From an optimization exercise on the open Yosys and OpenROAD flow, aimed at small area; shortcuts taken in it are not production practice. The RTL was checked by simulation tests, not by an equivalence proof against the original design. No activity file was given, so power comes from the tool's default toggle rates.

==> flow/design.v <==
`default_nettype none
package colorMapperPkg;
    typedef logic [9:0] coordT;
    typedef logic [17:0] memAddrT;
    typedef logic [11:0] rgb12T;
    typedef logic [3:0] chanT;
    typedef struct packed {
        logic valid;         
        logic battle;        
        logic spriteHit;     
    } pixFlagsT;
endpackage
`default_nettype wire
`timescale 1ns/1ps
`default_nettype none
module pipeDelay #(
    parameter int WIDTH = 1,
    parameter int DEPTH = 1
) (
    input  logic    clk,
    input  logic    arstN,
    input  logic [WIDTH-1:0] din,
    output logic [WIDTH-1:0] dout
);
    logic [WIDTH-1:0] stages [DEPTH];
    always_ff @(posedge clk or negedge arstN) begin
        if (!arstN) begin
            for (int i = 0; i < DEPTH; i++) begin
                stages[i] <= '0;
            end
        end else begin
            stages[0] <= din;
            for (int i = 1; i < DEPTH; i++) begin
                stages[i] <= stages[i-1];    
            end
        end
    end
    assign dout = stages[DEPTH-1];
endmodule
`default_nettype wire
`timescale 1ns/1ps
`default_nettype none
module spriteAddrGen (
    input  logic       clk,
    input  logic       arstN,
    input  colorMapperPkg::coordT      drawX,
    input  colorMapperPkg::coordT      drawY,
    input  colorMapperPkg::coordT      playerX,
    input  colorMapperPkg::coordT      playerY,
    input  logic [3:0] playerInput,
    input  logic       startWildBattle,
    input  logic [2:0] wildIndex,
    output colorMapperPkg::memAddrT    spriteAddr,
    output logic       spriteHit,
    output logic       inCircle
);
    logic        enemySide;      
    logic [9:0]  originX;
    logic [9:0]  originY;
    logic [10:0] dx;
    logic [10:0] dy;
    logic        hit;
    logic [1:0]  frame;
    logic [15:0] nextAddr;
    assign enemySide = drawX[9] | drawX[8];
    assign originX = !startWildBattle ? playerX : enemySide ? 10'(468) : 10'(108);
    assign originY = !startWildBattle ? playerY : enemySide ? 10'(108) : 10'(308);
    assign dx = {1'b0, drawX} - {1'b0, originX};
    assign dy = {1'b0, drawY} - {1'b0, originY};
    assign hit = (dx[10:6] == 5'd0) && (dy[10:6] == 5'd0)
              && (startWildBattle || (!dx[5] && !dy[5]));
    assign frame[0] = !playerInput[0] && (playerInput[1] || (!playerInput[2] && playerInput[3]));
    assign frame[1] = !playerInput[0] && !playerInput[1] && (playerInput[2] || playerInput[3]);
    always_comb begin
        if (startWildBattle) begin
            nextAddr = {1'b0, enemySide ? wildIndex : 3'd0, dy[5:0], dx[5:0]};
        end else begin
            nextAddr = {1'b1, 3'd0, frame, dy[4:0], dx[4:0]};
        end
        if (!hit) nextAddr = '0;
    end
    always_ff @(posedge clk) begin
        spriteAddr[15:0] <= nextAddr;
        spriteHit        <= hit;
    end
    assign spriteAddr[17:16] = 2'b00;
    logic [10:0] cu, cv;         
    logic [10:0] au, av;         
    logic [5:0]  halfWidth;
    assign cu = dx - 11'd32;
    assign cv = dy - 11'd32;
    assign au = cu[10] ? -cu : cu;
    assign av = cv[10] ? -cv : cv;
    always_comb begin
        case (av[5:0])
            6'd0: halfWidth = 6'd50;
            6'd1: halfWidth = 6'd49;
            6'd2: halfWidth = 6'd49;
            6'd3: halfWidth = 6'd49;
            6'd4: halfWidth = 6'd49;
            6'd5: halfWidth = 6'd49;
            6'd6: halfWidth = 6'd49;
            6'd7: halfWidth = 6'd49;
            6'd8: halfWidth = 6'd49;
            6'd9: halfWidth = 6'd49;
            6'd10: halfWidth = 6'd48;
            6'd11: halfWidth = 6'd48;
            6'd12: halfWidth = 6'd48;
            6'd13: halfWidth = 6'd48;
            6'd14: halfWidth = 6'd48;
            6'd15: halfWidth = 6'd47;
            6'd16: halfWidth = 6'd47;
            6'd17: halfWidth = 6'd47;
            6'd18: halfWidth = 6'd46;
            6'd19: halfWidth = 6'd46;
            6'd20: halfWidth = 6'd45;
            6'd21: halfWidth = 6'd45;
            6'd22: halfWidth = 6'd44;
            6'd23: halfWidth = 6'd44;
            6'd24: halfWidth = 6'd43;
            6'd25: halfWidth = 6'd43;
            6'd26: halfWidth = 6'd42;
            6'd27: halfWidth = 6'd42;
            6'd28: halfWidth = 6'd41;
            6'd29: halfWidth = 6'd40;
            6'd30: halfWidth = 6'd40;
            6'd31: halfWidth = 6'd39;
            6'd32: halfWidth = 6'd38;
            6'd33: halfWidth = 6'd37;
            6'd34: halfWidth = 6'd36;
            6'd35: halfWidth = 6'd35;
            6'd36: halfWidth = 6'd34;
            6'd37: halfWidth = 6'd33;
            6'd38: halfWidth = 6'd32;
            6'd39: halfWidth = 6'd31;
            6'd40: halfWidth = 6'd30;
            6'd41: halfWidth = 6'd28;
            6'd42: halfWidth = 6'd27;
            6'd43: halfWidth = 6'd25;
            6'd44: halfWidth = 6'd23;
            6'd45: halfWidth = 6'd21;
            6'd46: halfWidth = 6'd19;
            6'd47: halfWidth = 6'd17;
            6'd48: halfWidth = 6'd14;
            6'd49: halfWidth = 6'd9;
            6'd50: halfWidth = 6'd0;
            default: halfWidth = 6'd0;
        endcase
    end
    assign inCircle = (au[10:6] == 5'd0) && (av[10:6] == 5'd0) && (av[5:0] <= 6'd50)
                   && (au[5:0] <= halfWidth);
endmodule
`default_nettype wire
`timescale 1ns/1ps
`default_nettype none
module tileAddrGen (
    input  logic    clk,
    input  colorMapperPkg::coordT   drawX,
    input  colorMapperPkg::coordT   drawY,
    output colorMapperPkg::memAddrT tileAddr
);
    logic [4:0]  col;
    logic [4:0]  row;
    logic [1:0]  rowMod3;
    logic [4:0]  block;          
    assign col = drawX[9:5];
    assign row = drawY[9:5];
    assign rowMod3 = 2'(row % 3);
    logic signed [4:0] s0, s1, s2, s3, s4, sum;
    logic [2:0]  grass;          
    assign s0 = col[0] ? -5'sd1 : row[0] ? 5'sd1 : 5'sd0;
    assign s1 = col[1] ? -5'sd1 : row[1] ? 5'sd1 : 5'sd0;
    assign s2 = col[2] ? -5'sd1 : row[2] ? 5'sd1 : 5'sd0;
    assign s3 = col[3] ? -5'sd1 : row[3] ? 5'sd1 : 5'sd0;
    assign s4 = col[4] ? -5'sd1 : 5'sd0;
    assign sum = s0 + 5'sd2 * s1 - s2 - 5'sd2 * s3 + s4;
    always_comb begin
        case (sum)
            -5'sd7, -5'sd2, 5'sd3: grass = 3'd4;
            -5'sd6, -5'sd1, 5'sd4: grass = 3'd6;
            -5'sd4, 5'sd1, 5'sd6:  grass = 3'd5;
            -5'sd3, 5'sd2, 5'sd7:  grass = 3'd7;
            default:               grass = 3'd3;
        endcase
    end
    always_comb begin
        if (col == 5'd0) begin
            block = 5'd4 + 5'(rowMod3);                  
        end else if (col >= 5'd19) begin
            block = 5'd7 + 5'(rowMod3);                  
        end else if (row == 5'd0) begin
            block = col[0] ? 5'd9 : 5'd6;                
        end else if (row >= 5'd14) begin
            block = col[0] ? 5'd7 : 5'd4;                
        end else begin
            block = {2'b11, grass};                      
        end
    end
    always_ff @(posedge clk) begin
        tileAddr[14:0] <= {block, drawY[4:0], drawX[4:0]};
    end
    assign tileAddr[17:15] = 3'b001;
endmodule
`default_nettype wire
`timescale 1ns/1ps
`default_nettype none
module battleBackdrop (
    input  colorMapperPkg::coordT drawX,
    input  colorMapperPkg::coordT drawY,
    output logic inFrame
);
    assign inFrame  = (drawX >= colorMapperPkg::coordT'(80)) && (drawX < colorMapperPkg::coordT'(560))
                   && (drawY >= colorMapperPkg::coordT'(80)) && (drawY < colorMapperPkg::coordT'(400));
endmodule
`default_nettype wire
`timescale 1ns/1ps
`default_nettype none
module pixelCompositor (
    input  logic     clk,
    input  logic     spriteHit,
    input  logic     lit,
    input  logic     lo,
    input  colorMapperPkg::rgb12T    spriteData,
    input  colorMapperPkg::rgb12T    tileData,
    output colorMapperPkg::chanT     red,
    output colorMapperPkg::chanT     green,
    output colorMapperPkg::chanT     blue
);
    logic  spriteOpaque;
    colorMapperPkg::rgb12T under;
    colorMapperPkg::rgb12T colour;
    assign spriteOpaque = spriteHit && (spriteData != 12'hFFF);
    always_comb begin
        for (int i = 0; i < 12; i++) begin
            if (i % 4 == 1 || i % 4 == 2) begin
                under[i] = lit | (lo & tileData[i]);
            end else begin
                under[i] = lo & (lit | tileData[i]);
            end
        end
    end
    assign colour = spriteOpaque ? spriteData : under;
    always_ff @(posedge clk) begin
        red   <= colour[11:8];
        green <= colour[7:4];
        blue  <= colour[3:0];
    end
endmodule
`default_nettype wire
`timescale 1ns/1ps
`default_nettype none
module colorMapperTop (
    input  logic       clk,
    input  logic       arstN,
    input  logic       pixelValid,
    input  colorMapperPkg::coordT      drawX,
    input  colorMapperPkg::coordT      drawY,
    input  colorMapperPkg::coordT      playerX,
    input  colorMapperPkg::coordT      playerY,
    input  logic [3:0] playerInput,
    input  logic       startWildBattle,
    input  logic [2:0] wildIndex,
    output colorMapperPkg::memAddrT    spriteAddr,
    output colorMapperPkg::memAddrT    tileAddr,
    input  colorMapperPkg::rgb12T      spriteData,
    input  colorMapperPkg::rgb12T      tileData,
    output logic       rgbValid,
    output colorMapperPkg::chanT       red,
    output colorMapperPkg::chanT       green,
    output colorMapperPkg::chanT       blue
);
    logic       spriteHit;
    logic       inCircle;
    logic       inFrame;
    logic       litQ, loQ;           
    logic       litM, loM, hitM;     
    logic       validQ, validM;
    spriteAddrGen i_spriteAddrGen (
        .clk(clk), .arstN(arstN),
        .drawX(drawX), .drawY(drawY), .playerX(playerX), .playerY(playerY),
        .playerInput(playerInput), .startWildBattle(startWildBattle),
        .wildIndex(wildIndex), .spriteAddr(spriteAddr), .spriteHit(spriteHit),
        .inCircle(inCircle)
    );
    tileAddrGen i_tileAddrGen (
        .clk(clk), .drawX(drawX), .drawY(drawY), .tileAddr(tileAddr)
    );
    battleBackdrop i_battleBackdrop (
        .drawX(drawX), .drawY(drawY), .inFrame(inFrame)
    );
    always_ff @(posedge clk) begin
        litQ <= startWildBattle & inFrame;
        loQ  <= !startWildBattle | (inFrame & !inCircle);
        litM <= litQ;
        loM  <= loQ;
        hitM <= spriteHit;
    end
    always_ff @(posedge clk or negedge arstN) begin
        if (!arstN) begin
            validQ   <= 1'b0;
            validM   <= 1'b0;
            rgbValid <= 1'b0;
        end else begin
            validQ   <= pixelValid;
            validM   <= validQ;
            rgbValid <= validM;
        end
    end
    pixelCompositor i_pixelCompositor (
        .clk(clk), .spriteHit(hitM), .lit(litM), .lo(loM),
        .spriteData(spriteData), .tileData(tileData),
        .red(red), .green(green), .blue(blue)
    );
endmodule
`default_nettype wire
==> flow/run.sh <==
#!/bin/bash
# synth_recipe.tcl (not shown) runs the flow's synth.tcl, then flattens the netlist and writes it again
# the make line also repeats each setting of config.mk as NAME=value (left out here)
make -C /OpenROAD-flow-scripts/flow DESIGN_CONFIG=/design/flow/config.mk WORK_HOME=/design/flow/orfs CLKGATE_MAP_FILE= SYNTH_SCRIPT=/design/flow/synth_recipe.tcl finish
==> flow/config.mk <==
export PLATFORM = sky130hd
export DESIGN_NAME = colorMapperTop
export DESIGN_NICKNAME = colorMapperTop
export VERILOG_FILES = /design/flow/design.v
export SDC_FILE = /design/flow/constraint.sdc
export NUM_CORES = 4
export LEC_CHECK = 0
export ABC_AREA = 1
export CAP_MARGIN = 20
export CORE_MARGIN = 2
export CORE_UTILIZATION = 70
export SLEW_MARGIN = 20
==> flow/constraint.sdc <==
create_clock -name core_clock -period 20.0 [get_ports {clk}]
set_input_delay 4.0000 -clock core_clock [delete_from_list [all_inputs] [get_ports {clk}]]
set_output_delay 4.0000 -clock core_clock [all_outputs]
set_load 0.01 [all_outputs]
==> flow_results.org, run 1 <==
** Outcome
- The first error in the log reads "[ERROR GPL-0301] Utilization 100.730 % exceeds 100%".
- Run status :: stopped before the end
- The run ended at global placement.

** Die
- The floorplan has 30 rows.
- The die is 87.97 um wide.
- IO Count :: approximately 120
- Initial core utilization :: a little over 70%
- The die is between 80 and 90 um tall.

** Synth
- Library cells used by synthesis :: 40
- Post-synth design cell area :: 4936 um^2
- Yosys warns :: 6
- Total of flip-flops plus latches after synthesis :: 52
- Synthesized area per cell :: 6.369 um^2
- Cells after Synth :: 775
- Fraction of the yosys area taken by sequential cells :: a little over a fifth

** Placed design
- The count of buffers added on input and output ports is 118.
logic make-up after synthesis:
| kind of cell | share of synthesized area, % |
|---|---|
| AND/OR/NAND/NOR | 32.60 |
| buffers and inverters | 12.19 |
| AO/OA/AOI/OAI | 12.78 |
| adder cells (fa/ha/maj) | 16.98 |
| flip-flops | 21.39 |
| XOR/XNOR | 3.904 |
| other | 0.1521 |
cells in the mapped netlist:
master / instances / area [um^2]
sky130_fd_sc_hd__nand2_1: 173 / 649.4
sky130_fd_sc_hd__inv_1: 128 / 480.5
sky130_fd_sc_hd__nor2_1: 104 / 390.4
sky130_fd_sc_hd__nand3_1: 57 / 285.3
sky130_fd_sc_hd__ha_1: 51 / 638.1
sky130_fd_sc_hd__dfxtp_1: 49 / 980.9
sky130_fd_sc_hd__o21ai_0: 47 / 235.2
sky130_fd_sc_hd__a21oi_1: 32 / 160.2
sky130_fd_sc_hd__nand4_1: 16 / 100.1
sky130_fd_sc_hd__xor2_1: 15 / 131.4
sky130_fd_sc_hd__fa_1: 10 / 200.2
sky130_fd_sc_hd__clkbuf_1: 9 / 33.78
sky130_fd_sc_hd__nor3_1: 8 / 40.04
sky130_fd_sc_hd__nand2_2: 7 / 43.79
sky130_fd_sc_hd__xnor2_1: 7 / 61.31
sky130_fd_sc_hd__a211oi_1: 6 / 45.04
sky130_fd_sc_hd__buf_4: 6 / 45.04
sky130_fd_sc_hd__o211ai_1: 6 / 45.04
sky130_fd_sc_hd__nand3b_1: 5 / 37.54
sky130_fd_sc_hd__a31oi_1: 4 / 25.02
sky130_fd_sc_hd__dfrtp_1: 3 / 75.07
sky130_fd_sc_hd__inv_2: 3 / 11.26
sky130_fd_sc_hd__o21ai_1: 3 / 15.01
sky130_fd_sc_hd__o21bai_1: 3 / 22.52
sky130_fd_sc_hd__a21oi_2: 2 / 17.52
sky130_fd_sc_hd__buf_6: 2 / 22.52
sky130_fd_sc_hd__conb_1: 2 / 7.510
sky130_fd_sc_hd__nor2_2: 2 / 12.51
sky130_fd_sc_hd__nor2_4: 2 / 22.52
sky130_fd_sc_hd__o21ai_2: 2 / 17.52
sky130_fd_sc_hd__o31ai_1: 2 / 15.01
sky130_fd_sc_hd__buf_1: 1 / 3.750
sky130_fd_sc_hd__buf_2: 1 / 5.000
sky130_fd_sc_hd__nand2_4: 1 / 11.26
sky130_fd_sc_hd__nand3_2: 1 / 10.01
sky130_fd_sc_hd__o2111ai_1: 1 / 8.760
sky130_fd_sc_hd__o221ai_1: 1 / 8.760
sky130_fd_sc_hd__o22ai_1: 1 / 6.260
sky130_fd_sc_hd__o31a_1: 1 / 8.760
sky130_fd_sc_hd__or2_2: 1 / 6.260
==> run 2: changes to the inputs <==
--- a/flow/config.mk
+++ b/flow/config.mk
@@ -10,3 +10,3 @@
 export CORE_MARGIN = 2
-export CORE_UTILIZATION = 70
+export CORE_UTILIZATION = 50
 export SLEW_MARGIN = 20
==> run 2 against run 1 <==
Now clean on timing, DRC and antenna. Area after synthesis unchanged. Synthesized cell count did not move.
==> flow_results.org, run 2 <==
** Synth
- In the synthesized netlist, the cells that appear most often are sky130_fd_sc_hd__nand2_1 (173), sky130_fd_sc_hd__inv_1 (128), sky130_fd_sc_hd__nor2_1 (104).
- The synthesized design contains 0 enable-type register cells.
- Post-synthesis async set-or-reset flop share :: approximately 5.8%
- Post-synthesis mux area share :: 0%
- In this run, distinct cell masters in the synthesized netlist total 40.
- Synthesized area per cell :: 6.369 um^2
- The most used flip-flop cell after synthesis is sky130_fd_sc_hd__dfxtp_1.
- Among all cell types in the netlist, the one instantiated most often is sky130_fd_sc_hd__nand2_1.
- The mapped netlist covers 4936 um^2.
- Of the total synthesized cell area, the portion taken by full adders, half adders and majority gates is 16.98%.
- Dominant cells by area after synthesis :: sky130_fd_sc_hd__dfxtp_1 (20%), sky130_fd_sc_hd__nand2_1 (13%), sky130_fd_sc_hd__ha_1 (13%), sky130_fd_sc_hd__inv_1 (9.7%), sky130_fd_sc_hd__nor2_1 (7.9%)
- After technology mapping, the gate count stands at 775.
- Yosys warns :: 6
- The synthesized netlist devotes 12.78% of its cell area to compound gates.
- Fraction of the yosys area taken by sequential cells :: 21.39%
- The synthesized netlist devotes between 30% and 40% of its cell area to simple gates.
- XOR/XNOR Fraction of Synth Area :: 3.904%
- Counting flops and latches in the post-synthesis netlist gives 52.
- Summed over its instances, the top area cell type makes up 19.87% of the synthesized netlist area.
- Largest area contributor in the netlist :: sky130_fd_sc_hd__dfxtp_1
- Dominant combinational cell family by area after synthesis :: simple AND/OR/NAND/NOR gates

** Worst setup path
- R2r startpoint :: hitM$_DFF_P_
- On the worst path, the slowest cell contributes a delay of around 0.45 ns.
- STA classifies the critical path startpoint as an input pin.
- The setup check on the worst reg-to-reg path leaves a slack of 18.99 ns.
- Worst reg2reg endpoint :: i_pixelCompositor.green[3]$_DFF_P_
- The worst setup path is of the in -> reg kind.
- Maximum fanout along the worst path :: 29
- Crit path arrival time :: 9.27 ns
- Critical path endpoint category :: register
- Worst path required time :: 20.22 ns
- By instance count, the cell type seen most on the critical path is sky130_fd_sc_hd__nand2_1.
- Slowest CP cell :: sky130_fd_sc_hd__clkdlybuf4s50_1
- Reg2reg path depth :: 4

** Routing
- In the routed design, unresolved DRC markers number 0.
- Total Routed Length :: about 13000 um
- DRT Pass-1 Iters :: 5
- Via density per instance :: 5.125
- The count of nets left with antenna violations once routing finished came out at 0.
- After the first detailed-routing iteration, the DRC count stood at around 260.
- In the final routed layout, each cell accounts on average for 13.20 um.
- Total number of vias :: 5227

** Hold path
- The worst hold path passes through 0 cells.
- Class of the tightest hold or removal check :: reg -> reg
- The path with the worst hold slack has its endpoint at hitM$_DFF_P_.
- The startpoint identified for the worst hold timing path is i_spriteAddrGen.spriteHit$_DFF_P_.

** Clocking
- Root buf cell :: sky130_fd_sc_hd__clkbuf_8
- H-tree levels :: 2
- Clk buf depth :: 2
- At the later pin of the worst-skew pair, clock insertion delay measures 0.32 ns.
- Postcts setup bufs :: 0
- Count of clock tree sinks :: 52
- TritonCTS built the clock tree.
- Reg clk slew, reported paths :: between 0.1 and 0.15 ns
- Number of gates given a new drive strength after cts :: 0
- Hold-fix buffers, CTS :: 0
- Number of buffers created by CTS :: 5

** Global route
- Number of global-route vias before repair :: 4947
- For this run the aggregate overflow at the end of global routing stands at 0.
- Number of antenna violations at the first check in global routing :: 0
- Across every metal layer, demand over resource in global routing totals 25.76%.
- Pin count of the biggest net entering global routing :: 30
- Global-route wire length before repair :: about 22000 um

** Power and ir drop
- Static leakage :: ~3.2 nW
- In this run, the combinational gates consume 59.4% of the power.
- In this run the power spent charging and discharging nets is 201.8 uW.
- Sequential share of power :: between 20 and 30%
- For this design the ratio of total power to cell area is 70.40 nW/um^2.
- VDD sags by at most 0.04249 mV.
- Fraction of power consumed by the clock network :: 15.0%
- Net switching is 45.49% of the power.
- Internal power comes to roughly 240 uW.

** Timing
- Final count of pins violating max slew :: 0
- In the final timing run, aggregate negative setup slack is 0 ns.
- Final setup viols :: 0
- Slew headroom :: 64.30%
- Timing would allow up to 110.6 MHz.
- Skew final :: 0.009756 ns
- Final-report hold violation count :: 0
- RSZ-0062 raised after global routing :: false
- Clock period minus worst slack :: 9.041 ns
- Dividing the final minimum period by the clock period gives 45.21%.
- At the pin with the least slew margin, the transition time is 0.5330 ns.

** Die
- In this run the standard cell core region covers a little under 10000 um^2.
- IO Count :: 124
- Area enclosed by the die boundary :: 10680 um^2
- Placement row count :: 36
- In this run the vertical extent of the chip is 103.4 um.
- Initial core utilization :: approximately 51%
- In this run the horizontal extent of the chip is 103.4 um.

** Placed design
- Placed standard-cell area :: 6205 um^2
- The congestion estimate from routability-driven global placement came to 0.9221.
- Summed over all nets, the half-perimeter wirelength after detailed placement is 11070 um.
- Buffers placed on the I/O ports in this run total 118.

** Layout
- Fraction of layout instances using a drive strength above 1 :: between 3 and 4%
- Largest regs :: i_spriteAddrGen.spriteAddr: 16 flops, i_tileAddrGen.tileAddr: 15 flops
- Largest register FFs :: 16
- At the end of the flow, the number of nets in the layout was 1022.
- Post-layout utilization of the core :: 65.06%
- Count of inserted antenna diode cells :: 0
- Cell area after layout :: 6301 um^2
- i_spriteAddrGen.spriteAddr holds more flip-flops than any other register.
- Syn-to-layout area delta :: 27.66%
- The library cell used most frequently in the layout, excluding fill and tap cells, is sky130_fd_sc_hd__nand2_1.
- In the layout the commonest cells are sky130_fd_sc_hd__nand2_1 (173), sky130_fd_sc_hd__inv_1 (128), sky130_fd_sc_hd__clkdlybuf4s50_1 (118).

** Outcome
- The flow ran to the end and the layout has no timing, DRC or antenna violations.

** Flow run
- The tool flagged a number of max-cap violations equal to 0.
-- run 2: final cells by class --
cell class	count	area [um^2]
timing repair buffer	120	1196
tap	133	166.4
clock buffer	5	68.82
fill	912	3383
sequential	52	1056
multi-input combinational	576	3294
clock inverter	3	27.53
inverter	131	491.7
-- run 2: power groups by stage --
| stage | Combinational [mW] | Sequential [mW] | Clock (mW) |
|---|---|---|---|
| 5_1_grt | 0.300 | 0.114 | 0.0727 |
| 3_5_place_dp | 0.260 | 0.116 | 0 |
| 6_report | 0.264 | 0.113 | 0.0666 |
| 3_3_place_gp | 0.250 | 0.116 | 0 |
| 2_1_floorplan | 0.184 | 0.119 | 0 |
| 4_1_cts | 0.261 | 0.114 | 0.0684 |
-- run 2: worst max-delay path by stage --
| stage | startpoint | to | slack (ns) | cells past startpoint |
|---|---|---|---|---|
| floorplan | startWildBattle | loQ$_DFF_P_ | 11.83 | 38 |
| global placement | startWildBattle | loQ$_DFF_P_ | 10.96 | 37 |
| detailed placement | startWildBattle | loQ$_DFF_P_ | 10.68 | 37 |
| CTS | startWildBattle | loQ$_DFF_P_ | 11.00 | 37 |
| global route | startWildBattle | loQ$_DFF_P_ | 10.33 | 37 |
| finish | startWildBattle | loQ$_DFF_P_ | 10.96 | 37 |
-- run 2: logic make-up after synthesis --
group           count (synthesis)
buf+inv                       150
fa+ha+maj                      61
xor+xnor                       22
simple gates                  377
flops                          52
other cells                     2
compound gates                111
-- run 2: per-layer routing --
metal  track usage [%]  up-vias  part of all wire [%]
met5                 0        -                     0
li1                  -     2689                     -
met3             2.554       12                   5.0
met2             47.34      141                    50
met4             5.668        0                  0.91
met1             32.46     2385                    45
-- run 2: metrics by stage --
stage / total power [mW] / worst slack, ns / std cells / hold slack, ns
finish: 0.4436 / 10.96 / 1020 / 0.3263
global route: 0.4871 / 10.33 / 1020 / 0.3469
CTS: 0.4428 / 11.00 / 1020 / 0.3266
detailed placement: 0.3757 / 10.68 / 1012 / 0.3121
global placement: 0.3657 / 10.96 / 1012 / 0.3140
floorplan: 0.3026 / 11.83 / 778 / 0.3096
-- run 2: critical path: cells and delay by family --
family	cells	cell delay [ns]
buffers and inverters	5	1.18
AO/OA/AOI/OAI	8	1.04
AND/OR/NAND/NOR	21	2.22
adder cells (fa/ha/maj)	3	0.80
==> run 3: changes to the inputs <==
==> flow/flow/run.sh (new file) <==
#!/bin/bash
# Layout flow: the standard synthesis and ORFS layout, with smaller port
# buffers, logic cells sized down to their smallest drive before the placement
# repair, and no dummy clock loads. Each step's output goes to its own log here.
set -euo pipefail
FLOWDIR="$(cd "$(dirname "${BASH_SOURCE[0]}")" && pwd)"
bash standard.sh synth > synth.log 2>&1
export BUFFER_PORTS_ARGS="-buffer_cell sky130_fd_sc_hd__buf_1"
export PRE_RESIZE_TCL="$FLOWDIR/downsize.tcl"
export CTS_ARGS="-sink_clustering_enable -repair_clock_nets -dont_use_dummy_load"
bash standard.sh floorplan > floorplan.log 2>&1
bash standard.sh place > place.log 2>&1
bash standard.sh cts > cts.log 2>&1
bash standard.sh route > route.log 2>&1
bash standard.sh finish > finish.log 2>&1
==> flow/flow/downsize.tcl (new file) <==
# Size every logic cell down to the smallest drive strength of its own
# function; repair_design, which runs next, sizes up whatever then needs it.
set db [ord::get_db]
set block [ord::get_db_block]
set skip {^sky130_fd_sc_hd__(tapvpwrvgnd|fill|decap|conb|df|sdf|edf|dl|clk|lpflow|probe)}
set n 0
foreach inst [$block getInsts] {
  set master [$inst getMaster]
  set name [$master getName]
  if {[regexp $skip $name]} { continue }
  if {![regexp {^(.*)_([0-9]+)$} $name -> base drive]} { continue }
  set best $master
  foreach d {0 1 2} {
    set cand [$db findMaster "${base}_$d"]
    if {$cand ne "NULL" && $cand ne "" && [$cand getWidth] < [$best getWidth]} {
      set best $cand
    }
  }
  if {$best ne $master} {
    replace_cell [$inst getName] [$best getName]
    incr n
  }
}
puts "downsize: resized $n instances"
==> flow/standard.sh (new file) <==
#!/bin/bash
# synth_recipe.tcl (not shown) runs the flow's synth.tcl, then flattens the netlist and writes it again
# the make line also repeats each setting of config.mk as NAME=value (left out here)
make -C /OpenROAD-flow-scripts/flow DESIGN_CONFIG=/design/flow/config.mk WORK_HOME=/design/flow/orfs CLKGATE_MAP_FILE= SYNTH_SCRIPT=/design/flow/synth_recipe.tcl "${@:-finish}"
removed: flow/run.sh
==> run 3 against run 2 <==
Via count shrank 1.4%. Critical path depth is 2 lower. Clock-buffer cell count unchanged. Die area is the same. Sequential power about the same. Critical path type unchanged. Area after synthesis did not move. First-iteration DRC count down 20%.
==> flow_results.org, run 3 <==
** Layout
- The repair_antennas step left the layout with diodes totalling 0.
- Most common cell after layout, fill and taps aside :: sky130_fd_sc_hd__nand2_1
- Counting flops per register, the top entry is i_spriteAddrGen.spriteAddr.
- The register with the most flip-flops in the layout has 16 of them.
- Most frequent cells in the layout :: sky130_fd_sc_hd__nand2_1 (181), sky130_fd_sc_hd__inv_1 (128), sky130_fd_sc_hd__buf_1 (119)
- The filler cells instantiated in the layout total 994.
- Post-layout nets :: 1022
- From synthesis to final layout, the design area changed by 10.60%.
- In the final layout, the registers with the most flip-flops are i_spriteAddrGen.spriteAddr: 16 flops, i_tileAddrGen.tileAddr: 15 flops.
- The post-route netlist has roughly 1.1% of its cells at a drive strength greater than 1.

** Worst setup path
- Crit path arrival time :: 9.25 ns
- Worst Path Buf+Inv :: 7
- Category of the worst setup path launch point :: input pin
- Family of cells with the greatest summed delay on the critical path :: simple AND/OR/NAND/NOR gates
- Slowest CP cell :: sky130_fd_sc_hd__o21ai_0
- Among the stages of the critical path, the cell type that occurs most often is sky130_fd_sc_hd__nand2_1.
- Start-to-end type of the worst setup path :: in -> reg
- In this design, the stage delay of the slowest critical-path cell is 0.66 ns.
- Critical path endpoint category :: register
- STA puts the critical path data required time at approximately 20 ns.
- Of all nets on the critical path, the largest fanout is 29.

** Timing
- Headroom to the max-slew limit came out at 49.82%.
- Final-report hold violation count :: 0
- Counting I/O delays and the setup requirement, the final critical path takes 9.065 ns.
- Of the available clock period, the critical path in the final layout requires 45.33%.
- Final setup viols :: 0
- Skew final :: 0.01961 ns
- The number of pins with negative max-slew slack in the final report came to 0.
- Timing would allow up to 110.3 MHz.
- Adding up every negative setup slack in the final design gives 0 ns.
- For the pin with the worst max-slew slack, the measured transition is 0.7464 ns.
- RSZ-0062 raised after global routing :: false
- Final hold analysis gives a worst-case slack of 0.3110 ns.

** Routing
- In the routed design, unresolved DRC markers number 0.
- Routed length per placed instance :: 12.45 um
- Total number of vias :: 5154
- Residual antenna-violating net count after detailed routing :: 0
- For this block, the initial DRC count from the detailed router was about 210.
- Via density per instance :: 5.068
- The first TritonRoute pass finished after 5 iterations.
- Total Routed Length :: 12660 um

** Die
- The floorplan has 36 rows.
- Y dimension of the die :: 103.4 um
- The region available for standard cell placement spans just under 10000 um^2.
- The floorplan step defined a die boundary enclosing 10680 um^2.
- Die Width :: 103.4 um
- around 120 I/O pins were placed.
- Initial core utilization :: approximately half

** Synth
- Yosys warns :: 6
- Summing the areas of all compound-gate instances in the mapped netlist gives about an eighth of the synthesized area.
- Of the post-synthesis cell area, the part taken by muxes is 0%.
- EDFF count, synth :: 0
- Cells after Synth :: ~780
- Dominant combinational cell family by area after synthesis :: simple AND/OR/NAND/NOR gates
- For this run, the register share of the synthesized area comes to 21.39%.
- Post-synthesis share of cell area spent on full adders, half adders and majority gates :: 16.98%
- Fraction of the mapped netlist area in simple logic gates :: 32.60%
- The synthesized netlist contains 40 unique library cells.
- Most frequently used cell type in the post-synthesis netlist :: sky130_fd_sc_hd__nand2_1
- Summed over its instances, the top area cell type makes up 19.87% of the synthesized netlist area.
- In the synthesized netlist the dominant register cell turns out to be sky130_fd_sc_hd__dfxtp_1.
- The cell area that synthesis handed to floorplanning was a little under 5000 um^2.
- A synthesized cell averages 6.369 um^2.
- In the synthesized netlist the async set-or-reset flop fraction comes to about 5.8%.
- Yosys attributes the largest share of cell area to sky130_fd_sc_hd__dfxtp_1 (20%), sky130_fd_sc_hd__nand2_1 (13%), sky130_fd_sc_hd__ha_1 (13%), sky130_fd_sc_hd__inv_1 (9.7%), sky130_fd_sc_hd__nor2_1 (7.9%).
- By count the netlist is led by sky130_fd_sc_hd__nand2_1 (173), sky130_fd_sc_hd__inv_1 (128), sky130_fd_sc_hd__nor2_1 (104).
- Summing the areas of all xor and xnor instances in the mapped netlist gives 3.904% of the synthesized area.
- Total of flip-flops plus latches after synthesis :: 52
- sky130_fd_sc_hd__dfxtp_1 takes more of the synthesized area than any other cell.

** Clocking
- Hold-fix buffers, CTS :: 0
- Number of buffers created by CTS :: 5
- Reg clk slew, reported paths :: 0.10 ns
- Count of clock tree sinks :: 52
- Clk buf depth :: 2
- H-tree levels :: 2
- CTS tree :: built
- Root buf cell :: sky130_fd_sc_hd__clkbuf_8
- Latest clock arrival within the worst-skew pair :: 0.31 ns
- After clock tree synthesis, the repair step resized 0 gates.
- Postcts setup bufs :: 0

** Global route
- Total track usage :: 23.85%
- Met3 global-route usage :: 3.226%
- The first global-routing pass estimated 20630 um of wire.
- After global routing, the most crowded layer is met2.
- Number of global-route vias before repair :: 4753
- Number of antenna violations at the first check in global routing :: 0
- Global route overflow :: 0
- Global routing usage on met1 :: between 20% and 30%
- Global Route met2 Usage :: 43.13%
- Entering global routing, the biggest net connects 30 pins.

** Placed design
- Routability-driven placement finished with a final weighted congestion of 0.8809.
- Summed over all nets, the half-perimeter wirelength after detailed placement is 10360 um.
- In this run the tool buffered the top-level ports with 118 buffer cells.

** Power and ir drop
- In this run the power density over the cells is 73.95 nW/um^2.
- Post-layout power :: roughly 400 uW
- Static leakage :: 2.819 nW
- Across the VDD grid, the largest voltage drop is around 0.04 mV.

** Outcome
- Run status :: timing/DRC/antenna clean

** Flow run
- Max-capacitance violation count :: 0

** Hold path
- Class of the tightest hold or removal check :: reg -> reg
run 3: worst register-to-register path, cell delays in order (launching register included):
cell and delay [ns]:
sky130_fd_sc_hd__dfxtp_1 0.32, sky130_fd_sc_hd__o31ai_1 0.19, sky130_fd_sc_hd__buf_1 0.56, sky130_fd_sc_hd__o211ai_1 0.16, sky130_fd_sc_hd__o21ai_0 0.11
run 3: through the flow:
| step | util (%) | std cells | worst slack (ns) | instance area [um^2] |
|---|---|---|---|---|
| 6_report | 56.37 | 1017 | 10.93 | 5459 |
| 5_1_grt | 56.37 | 1017 | 10.20 | 5459 |
| 4_1_cts | 56.37 | 1017 | 10.74 | 5459 |
| 3_5_place_dp | 55.66 | 1012 | 10.41 | 5390 |
| 3_3_place_gp | 56.45 | 1012 | 11.33 | 5466 |
| 2_1_floorplan | - | 778 | 11.83 | 4947 |
run 3: area by class of cell:
class                      instances  area [um^2]  area share (%)
tap                              133        166.4           3.048
multi-input combinational        576         3224           59.06
clock buffer                       5        68.82           1.261
sequential                        52         1056           19.34
timing repair buffer             120        451.7           8.274
inverter                         131        491.7           9.008
run 3: power breakdown:
part	leakage (nW)	switching [mW]	internal, mW
Clock	0.0359	0.0335	0.0227
Combinational	2.34	0.149	0.0853
Sequential	0.440	0.00253	0.111
Total	2.82	0.185	0.219
run 3: cell families after synthesis:
group	count (synthesis)
AO/OA/AOI/OAI	111
XOR/XNOR	22
adder cells (fa/ha/maj)	61
buffers and inverters	150
flip-flops	52
other	2
AND/OR/NAND/NOR	377
run 3: worst paths after layout:
path	start	endpoint	slack, ns	cells past startpoint
max in group asynchronous	arstN	validQ$_DFF_PN0_	16.33	1
hold / removal	i_spriteAddrGen.spriteHit$_DFF_P_	hitM$_DFF_P_	0.31	0
setup / recovery	startWildBattle	loQ$_DFF_P_	10.93	35
setup reg to reg	hitM$_DFF_P_	i_pixelCompositor.red[0]$_DFF_P_	18.60	4
min in group asynchronous	arstN	rgbValid$_DFF_PN0_	3.48	1
hold reg to reg	i_spriteAddrGen.spriteHit$_DFF_P_	hitM$_DFF_P_	0.31	0
run 3: per-layer routing:
layer	share of wire (%)	vias to the layer above	wire, um
li1	-	2686	-
met1	46	2300	5807
met5	0	-	0
met2	48	152	6040
met4	1.3	0	167
met3	5.1	16	642

afterwards: timing with drivers on the ports:
No port has a modelled driver above. Below, the same layouts with a new extraction and two added sets of constraints.
Step 1, drivers: a clkbuf_16 drives clk and a buf_2 each remaining input, both assumed.
Step 2, shift: input delay + t, output delay - t, t = (earliest + latest rising clock arrival at the registers) / 2. This alone moves slack from input paths to output paths.
Slacks: no drivers / after step 1 / after step 2; pairs: no drivers / after step 1.
run | shift t [ns] | slack for setup (ns) | slew at the worst register clock pin (ns)
run 2 | 0.351 | 10.959 / 10.969 / 10.619 | 0.11 / 0.11
run 3 | 0.337 | 10.935 / 10.949 / 10.612 | 0.10 / 0.10
After both steps setup and hold are still met in every run listed. For run 2, which loses most, drivers alone change the setup slack by +0.010 ns; drivers and shift together by -0.340 ns.
